Source: an optimization exercise on an open RTL-to-GDS flow (aim: small area, a short achievable clock period and few clock cycles per item). Production flows keep margins and buffers that such runs may drop.
In this exercise RTL edits were held to simulation tests only and were not proved equivalent to the original.

Setup of v28:
==> flow/design.v (excerpt) <==
module aes_top #(
  parameter int ADDR_W = 8
) (
  input  logic              clk,
  input  logic              reset,
  input  logic [ADDR_W-1:0] awaddr,
  input  logic              awvalid,
  output logic              awready,
  input  logic [31:0]       wdata,
  input  logic [3:0]        wstrb,
  input  logic              wvalid,
  output logic              wready,
  output logic [1:0]        bresp,
  output logic              bvalid,
  input  logic              bready,
  input  logic [ADDR_W-1:0] araddr,
  input  logic              arvalid,
  output logic              arready,
  output logic [31:0]       rdata,
  output logic [1:0]        rresp,
  output logic              rvalid,
  input  logic              rready
);
Size in the first run: roughly 680 flip-flops, roughly 100 I/O pins, ~50000 um^2 of cells after synthesis.
clock: 10.0 ns
lec_check: 0
cap_margin: 20
cell_pad_in_sites_detail_placement: 1
cell_pad_in_sites_global_placement: 2
core_margin: 2
core_utilization: 35
place_density: 0.5
slew_margin: 20
standard.sh (not shown) runs the stock make flow with config.mk's settings and CLKGATE_MAP_FILE= SYNTH_SCRIPT=/design/flow/synth_recipe.tcl, a recipe that flattens the netlist after the stock synthesis.
==> flow/flow/run.sh <==
#!/bin/bash
# Layout flow: the standard flow, except that
#  - synthesis maps the logic with the ABC script in flow/synth.abc (area-oriented
#    mapping that keeps the xor structure of the s-boxes) instead of ORFS's speed script;
#  - the make calls get the extra settings in EXTRA: repair aims at a larger setup
#    margin, and the port buffers that placement inserts on every input and output are
#    buf_2 cells rather than the default delay buffer.
# Everything else (yosys synth -nofsm -noshare, flattening, renaming, floorplan to finish,
# the final DEF) is the standard flow.
set -euo pipefail
W=$PWD
F=$W/flow
EXTRA='SETUP_SLACK_MARGIN=5.75 BUFFER_PORTS_ARGS="-buffer_cell sky130_fd_sc_hd__buf_2"'

# ORFS synthesis script with only the abc script replaced
sed -e 's|^\( *\)log_cmd abc {\*}\$abc_args|\1set abc_args [lreplace $abc_args 1 1 '"$F"'/synth.abc]\n\1log_cmd abc {*}$abc_args|' \
  "$FLOW_HOME/scripts/synth.tcl" > "$W/synth_custom.tcl"
grep -q "$F/synth.abc" "$W/synth_custom.tcl"
sed -e 's|source \$::env(SCRIPTS_DIR)/synth.tcl|source '"$W"'/synth_custom.tcl|' synth_recipe.tcl > "$W/synth_recipe_custom.tcl"
grep -q "synth_custom.tcl" "$W/synth_recipe_custom.tcl"

# standard.sh with the extra settings; synthesis also with the custom script
sed -e 's|"\${@:-finish}"|'"$EXTRA"' "${@:-finish}"|' standard.sh > "$W/layout_custom.sh"
grep -q "$EXTRA" "$W/layout_custom.sh"
sed -e 's|SYNTH_SCRIPT=[^ ]*|SYNTH_SCRIPT='"$W"'/synth_recipe_custom.tcl|' "$W/layout_custom.sh" > "$W/synth_custom.sh"

bash "$W/synth_custom.sh" synth > "$W/synth.log" 2>&1
bash "$W/layout_custom.sh" > "$W/layout.log" 2>&1
==> flow/flow/synth.abc <==
strash
&get -n
&dch -f
&nf -R 1000
&put
Testbench counts of v28, summed over its fixed seeds: cycles 5,056, blocks 128.
## Diff of input files: v32 against v28
Settings: a change of CELL_PAD_IN_SITES_DETAIL_PLACEMENT from 1 to 0; a change of CELL_PAD_IN_SITES_GLOBAL_PLACEMENT from 2 to 0; a change of PLACE_DENSITY from 0.5 to 0.62; a change of CORE_UTILIZATION from 35 to 40.
## What came out
v28 and v32 ended up with nearly the same fmax. Summary of v32 over v28: global-route wire length before repair decreased 54 mm; final routed wirelength across all metal layers decreased 44 mm; footprint of the multi-input gates decreased 1400 um^2; count of clock-net buffers in the final layout decreased about 14%. Against v28, the final cell area of v32 is lower. As far as multiplexer share of the synthesized area goes, v28 and v32 are indistinguishable; the numbers are identical. In the reports for v28 and v32, the smaller setup slack after placement belongs to v28. Cmp v32 vs v28: tap cell count lower in v32. Taking v28 as the reference, in v32 total number of H-tree levels now sits at about the same level.
> inputs changed (v32 -> v36)
Settings: CELL_PAD_IN_SITES_GLOBAL_PLACEMENT: 0 -> 2; CELL_PAD_IN_SITES_DETAIL_PLACEMENT: 0 -> 1; PLACE_DENSITY: 0.62 -> 0.55.
==> summary.txt <==
v36 was carried through to the last stage, and its layout satisfied the timing, design-rule and antenna checks. From v32 to v36, post-synthesis share of cell area spent on and, or, nand and nor gates did not move at all. Going from v32 to v36, the initial antenna violation count was found to have gone up by 3.

separate check: timing with driven ports:
No port has a modelled driver above. Below, the same layouts with a new extraction and two added sets of constraints.
Step 1 (the two cells are an assumption about what drives the block):
set clk [get_ports {clk}]
set_driving_cell -lib_cell sky130_fd_sc_hd__clkbuf_16 $clk
set_driving_cell -lib_cell sky130_fd_sc_hd__buf_2 [delete_from_list [all_inputs] $clk]
Step 2 also shifts input and output timing later by t, the mid clock arrival at the registers, as if the neighbouring blocks saw the same clock.
Three values: ideal, step 1, step 2; two values: the first two.
run	shift t [ns]	setup WS [ns]	hold slack, ns	worst register clock-pin slew, ns
v28	0.802	5.752 / 5.752 / 5.334	0.477 / 0.477 / 0.477	0.07 / 0.07
v32	0.758	5.760 / 5.760 / 5.113	0.476 / 0.476 / 0.476	0.07 / 0.07
v36	0.793	5.773 / 5.773 / 5.149	0.475 / 0.475 / 0.475	0.07 / 0.07
After both steps every run listed still meets setup and hold. For v32, which loses most, drivers alone change the setup slack by 0.000 ns; drivers and shift together by -0.647 ns.
